This design comes from an exercise in tuning for small area on the open sky130 flow, not from production work. At most, simulation tests tie the RTL to the original design; equivalence was not proved.

==> flow/design.v (excerpt) <==
module tnr_blend_top (
    input  logic        clk,
    input  logic        reset,
    input  logic        in_valid,
    input  logic [11:0] cur,
    input  logic [11:0] prev,
    input  logic [8:0]  blend_th0,
    input  logic [8:0]  blend_th1,
    output logic        out_valid,
    output logic [11:0] out_pixel
);
Size: roughly 1,300 cells after synthesis, about 58 I/O pins.
clock: 5.0 ns
lec_check: 0
cap_margin: 20
core_margin: 2
core_utilization: 60
cts_buf_list: sky130_fd_sc_hd__clkbuf_8
cts_cluster_diameter: 100
cts_cluster_size: 40
gpl_timing_driven: 0
slew_margin: 20
synth_hierarchical: 1
run.sh (not shown) runs the stock make flow with config.mk's settings and CLKGATE_MAP_FILE= SYNTH_SCRIPT=/design/flow/synth_recipe.tcl, a recipe that flattens the netlist after the stock synthesis.
Edit:
Settings changed: CTS_BUF_LIST sky130_fd_sc_hd__clkbuf_8 to not set, CTS_CLUSTER_DIAMETER 100 to not set, CTS_CLUSTER_SIZE 40 to not set.
The changed run passed the timing, DRC and antenna checks.
Final area grows slightly.
Clock skew shrinks by 0.0059 ns.
Fmax is about the same.
Cell count barely changes.
Synthesized area is unchanged.
Worst setup slack got worse by 0.012 ns.
Register-to-register slack is about the same.
Routed wire length grows slightly.
Edit:
Settings changed: CTS_BUF_LIST set to sky130_fd_sc_hd__clkbuf_4 sky130_fd_sc_hd__clkbuf_8.
Cell area is lower slightly.
Cell count stays flat.
Hold slack barely changes.

---

Another version of the RTL of tnr_blend_top (not shown whole).
Size: ~1,200 cells after synthesis, roughly 0.011 mm² of cells after synthesis.
Settings: LEC_CHECK=0, CAP_MARGIN=20, CORE_MARGIN=2, CORE_UTILIZATION=60, CTS_BUF_LIST=sky130_fd_sc_hd__clkbuf_8, GPL_TIMING_DRIVEN=0, SLEW_MARGIN=20, SYNTH_HIERARCHICAL=1; clock period 5.0 ns.
The baseline ran to the end with no violations.
Rerun with:
==> flow/flow/run.sh (new file) <==
#!/bin/bash
# The standard layout (standard.sh, all steps) with one change: the
# buffer placed on every input and output port is the smallest buffer,
# sky130_fd_sc_hd__buf_1, instead of the default clkdlybuf4s50_1.
# All tool output goes to standard.log in this folder; ORFS keeps its own
# per-step logs under orfs/logs/.
export BUFFER_PORTS_ARGS="-buffer_cell sky130_fd_sc_hd__buf_1"
bash standard.sh > standard.log 2>&1
status=$?
tail -n 30 standard.log
exit $status
==> flow/standard.sh (new file) <==
#!/bin/bash
# synth_recipe.tcl (not shown) runs the flow's synth.tcl, then flattens the netlist and writes it again
# the make line also repeats each setting of config.mk as NAME=value (left out here)
make -C /OpenROAD-flow-scripts/flow DESIGN_CONFIG=/design/flow/config.mk WORK_HOME=/design/flow/orfs CLKGATE_MAP_FILE= SYNTH_SCRIPT=/design/flow/synth_recipe.tcl "${@:-finish}"
removed: flow/run.sh
After rerunning: The changed run ran to the end with no violations; flip-flop and latch count does not change; synthesized area is unchanged.
No run of this note included a check of the RTL's function; only the layout flow was run.

---

Another version of the RTL of tnr_blend_top (not shown whole).
For scale: roughly 1100 cells after synthesis, ~58 I/O pins, about 11000 um2 of cells after synthesis.
Settings: LEC_CHECK=0, CAP_MARGIN=20, CORE_MARGIN=2, CORE_UTILIZATION=60, CTS_BUF_LIST=sky130_fd_sc_hd__clkbuf_8, GPL_TIMING_DRIVEN=0, SLEW_MARGIN=20, SYNTH_HIERARCHICAL=1; clock period 5.0 ns.
standard.sh (not shown) runs the stock make flow with config.mk's settings and CLKGATE_MAP_FILE= SYNTH_SCRIPT=/design/flow/synth_recipe.tcl, a recipe that flattens the netlist after the stock synthesis.
==> flow/flow/run.sh <==
#!/bin/bash
# The standard layout (standard.sh, all steps) with two changes:
# - the buffer placed on every input and output port is the smallest buffer,
#   sky130_fd_sc_hd__buf_1, instead of the default clkdlybuf4s50_1;
# - clock tree synthesis does not add dummy load cells to the clock tree.
# All tool output goes to standard.log in this folder; ORFS keeps its own
# per-step logs under orfs/logs/.
export BUFFER_PORTS_ARGS="-buffer_cell sky130_fd_sc_hd__buf_1"
export CTS_ARGS="-sink_clustering_enable -repair_clock_nets -buf_list sky130_fd_sc_hd__clkbuf_8 -dont_use_dummy_load"
bash standard.sh > standard.log 2>&1
status=$?
tail -n 30 standard.log
exit $status
Change:
Settings changed: CORE_UTILIZATION 60 to 75, PLACE_DENSITY set to 0.82.
What happened: The changed run produced a clean layout; via count goes up by 5.3%; worst hold slack stays flat; maximum frequency goes up by 0.72%; count of clock-buffer cells in the layout is unchanged; synthesized area is unchanged; wire length grows by 6.9%.

---

Setup of the previous run:
tnr_blend_top, a different RTL version from the one above (not shown whole).
For scale: roughly 1,100 cells after synthesis, about 130 flip-flops, about 58 I/O pins, about 11,000 sq um of cells after synthesis.
Settings: LEC_CHECK=0, CAP_MARGIN=20, CORE_MARGIN=2, CORE_UTILIZATION=60, CTS_BUF_LIST=sky130_fd_sc_hd__clkbuf_8, GPL_ROUTABILITY_DRIVEN=0, GPL_TIMING_DRIVEN=0, SLEW_MARGIN=20, SYNTH_HIERARCHICAL=1; clock period 5.0 ns.
Scripts as last shown in full above: flow/flow/run.sh
The previous run was carried through to the last stage, and its layout satisfied the timing, DRC and antenna checks.
Edits applied to the flow inputs when going from the previous run to the current run:
diff --git a/flow/config.mk b/flow/config.mk
--- a/flow/config.mk
+++ b/flow/config.mk
@@ -11,3 +11,2 @@
 export CTS_BUF_LIST = sky130_fd_sc_hd__clkbuf_8
-export GPL_ROUTABILITY_DRIVEN = 0
 export GPL_TIMING_DRIVEN = 0
[summary]
Leftover overflow at the end of global routing delta (the previous run -> the current run): insignificant. The overall fraction of global-route tracks in use was comparable across the current run and the previous run.

---

Another version of the RTL of tnr_blend_top (not shown whole).
For scale: roughly 1,200 cells after synthesis, roughly 58 I/O pins, about 11,000 um2 of cells after synthesis.
export LEC_CHECK = 0
export CAP_MARGIN = 20
export CORE_MARGIN = 2
export CORE_UTILIZATION = 40
export SLEW_MARGIN = 20
create_clock -name core_clock -period 5.0 [get_ports {clk}]
run.sh (not shown) runs the stock make flow with config.mk's settings and CLKGATE_MAP_FILE= SYNTH_SCRIPT=/design/flow/synth_recipe.tcl, a recipe that flattens the netlist after the stock synthesis.
Stock flow here: none of the scripts above is used.
The baseline completed and failed the layout checks on negative setup slack.
==> next run, changes <==
Settings changed: CORE_UTILIZATION 40 to 60, GPL_TIMING_DRIVEN from default to 0.
=> The new run reached the layout checks and failed them: negative setup slack. Wire length increases by 2.1%. Worst hold slack hardly moves. Die area decreases by 33%. Critical path depth increases by 2. Non-clock buffer count decreases by 115. Final area decreases by 4.5%.
Function was not checked in any run of this note: the RTL went through the layout flow alone.

---

tnr_blend_top, a different RTL version from the one above (not shown whole).
Size: roughly 1300 cells after synthesis.
Design tnr_blend_top, start of the top module:
module tnr_blend_top (
    input  logic        clk,
    input  logic        reset,
    input  logic        in_valid,
    input  logic [11:0] cur,
    input  logic [11:0] prev,
    input  logic [8:0]  blend_th0,
    input  logic [8:0]  blend_th1,
    output logic        out_valid,
    output logic [11:0] out_pixel
);
==> flow/config.mk <==
export PLATFORM = sky130hd
export DESIGN_NAME = tnr_blend_top
export DESIGN_NICKNAME = tnr_blend_top
export VERILOG_FILES = /design/flow/design.v
export SDC_FILE = /design/flow/constraint.sdc
export NUM_CORES = 4
export LEC_CHECK = 0
export CAP_MARGIN = 20
export CORE_MARGIN = 2
export CORE_UTILIZATION = 60
export SLEW_MARGIN = 20
export SYNTH_HIERARCHICAL = 1
==> flow/constraint.sdc <==
create_clock -name core_clock -period 5.0 [get_ports {clk}]
set_input_delay 1.0000 -clock core_clock [delete_from_list [all_inputs] [get_ports {clk}]]
set_output_delay 1.0000 -clock core_clock [all_outputs]
set_load 0.01 [all_outputs]
The first run finished but failed the layout checks on setup timing.
Next try:
GPL_TIMING_DRIVEN = 0   (was default)
Outcome: The changed run ran to the end with violations: setup timing. Cell count shrinks by a few percent. Final area drops by a few percent. Critical path depth stays the same. Die area is unchanged. Worst setup slack loses 0.081 ns. Non-clock buffer count went down by 81.
No run of this note included a check of the RTL's function; only the layout flow was run.

---

== v21 ==
Another version of the RTL of tnr_blend_top (not shown whole).
For scale: about 1100 cells after synthesis, roughly 58 I/O pins, ~11000 sq um of cells after synthesis.
Settings: LEC_CHECK=0, CAP_MARGIN=20, CORE_MARGIN=2, CORE_UTILIZATION=60, CTS_BUF_LIST=sky130_fd_sc_hd__clkbuf_8, GPL_TIMING_DRIVEN=0, SLEW_MARGIN=20, SYNTH_HIERARCHICAL=1; clock period 5.0 ns.
standard.sh (not shown) runs the stock make flow with config.mk's settings and CLKGATE_MAP_FILE= SYNTH_SCRIPT=/design/flow/synth_recipe.tcl, a recipe that flattens the netlist after the stock synthesis.
==> flow/flow/run.sh <==
#!/bin/bash
# The standard layout (standard.sh, all steps) with one change: the
# buffer placed on every input and output port is the smallest buffer,
# sky130_fd_sc_hd__buf_1, instead of the default clkdlybuf4s50_1.
# All tool output goes to standard.log in this folder; ORFS keeps its own
# per-step logs under orfs/logs/.
export BUFFER_PORTS_ARGS="-buffer_cell sky130_fd_sc_hd__buf_1"
bash standard.sh > standard.log 2>&1
status=$?
tail -n 30 standard.log
exit $status
Input-level comparison between v35 and v21:
==> flow/flow/run.sh <==
#!/bin/bash
# The standard layout (standard.sh, all steps) with two changes:
# - the buffer placed on every input and output port is the smallest buffer,
#   sky130_fd_sc_hd__buf_1, instead of the default clkdlybuf4s50_1;
# - clock tree synthesis does not add dummy load cells to the clock tree.
# All tool output goes to standard.log in this folder; ORFS keeps its own
# per-step logs under orfs/logs/.
export BUFFER_PORTS_ARGS="-buffer_cell sky130_fd_sc_hd__buf_1"
export CTS_ARGS="-sink_clustering_enable -repair_clock_nets -buf_list sky130_fd_sc_hd__clkbuf_8 -dont_use_dummy_load"
bash standard.sh > standard.log 2>&1
status=$?
tail -n 30 standard.log
exit $status
==> results.txt <==
- v35 — setup slack 0.052 ns lower, v21 as reference
- Looking at v35 and v21, the combined flip-flop and latch cell area is a wash.
- Compare v35 and v21 | design area lower: v35
- Utilization v21 -> v35: down
- Measured against each other, v35 and v21 differ in post-cts repair resize count, the lower figure coming from v35.

==> port drivers added, routing unchanged <==
The results above use ideal ports. As a check the final layouts listed here were re-extracted and re-timed, cells and wires unchanged. Step 1, drivers: a clkbuf_16 drives clk and a buf_2 each remaining input, both assumed. Step 2 also shifts input and output timing later by t, the mid clock arrival at the registers, as if the neighbouring blocks saw the same clock. a / b / c = ideal ports / drivers / drivers and shift; a / b = the first two.
run	t (ns)	setup slack, ns	hold WS [ns]	slew at the worst register clock pin (ns)
the first run of note 1	0.461	0.152 / 0.168 / -0.293	0.318 / 0.318 / 0.318	0.08 / 0.08
the second run of note 1	0.444	0.139 / 0.156 / -0.288	0.319 / 0.319 / 0.319	0.06 / 0.06
the third run of note 1	0.460	0.149 / 0.165 / -0.295	0.318 / 0.318 / 0.318	0.08 / 0.08
the first run of note 2	0.462	0.126 / 0.126 / -0.206	0.318 / 0.318 / 0.318	0.08 / 0.08
the second run of note 2	0.473	0.170 / 0.170 / -0.203	0.319 / 0.319 / 0.319	0.08 / 0.08
the first run of note 3	0.457	0.164 / 0.164 / -0.191	0.297 / 0.297 / 0.297	0.07 / 0.07
the second run of note 3	0.444	0.199 / 0.199 / -0.213	0.296 / 0.296 / 0.296	0.08 / 0.08
the previous run	0.455	0.153 / 0.142 / -0.313	0.316 / 0.316 / 0.316	0.09 / 0.09
the current run	0.455	0.153 / 0.142 / -0.313	0.316 / 0.316 / 0.316	0.09 / 0.09
the first run of note 5	0.478	-0.168 / -0.168 / -0.339	0.318 / 0.318 / 0.318	0.09 / 0.09
the second run of note 5	0.480	-0.344 / -0.344 / -0.375	0.317 / 0.317 / 0.317	0.08 / 0.08
the first run of note 6	0.450	-0.126 / -0.126 / -0.203	0.319 / 0.319 / 0.319	0.06 / 0.06
the second run of note 6	0.453	-0.208 / -0.208 / -0.237	0.321 / 0.321 / 0.321	0.06 / 0.06
v21	0.468	0.130 / 0.130 / -0.090	0.327 / 0.327 / 0.327	0.09 / 0.09
v35	0.449	0.078 / 0.078 / -0.109	0.299 / 0.299 / 0.299	0.08 / 0.08
With both steps, setup timing fails in 11 of these runs, where it was met with ideal ports.
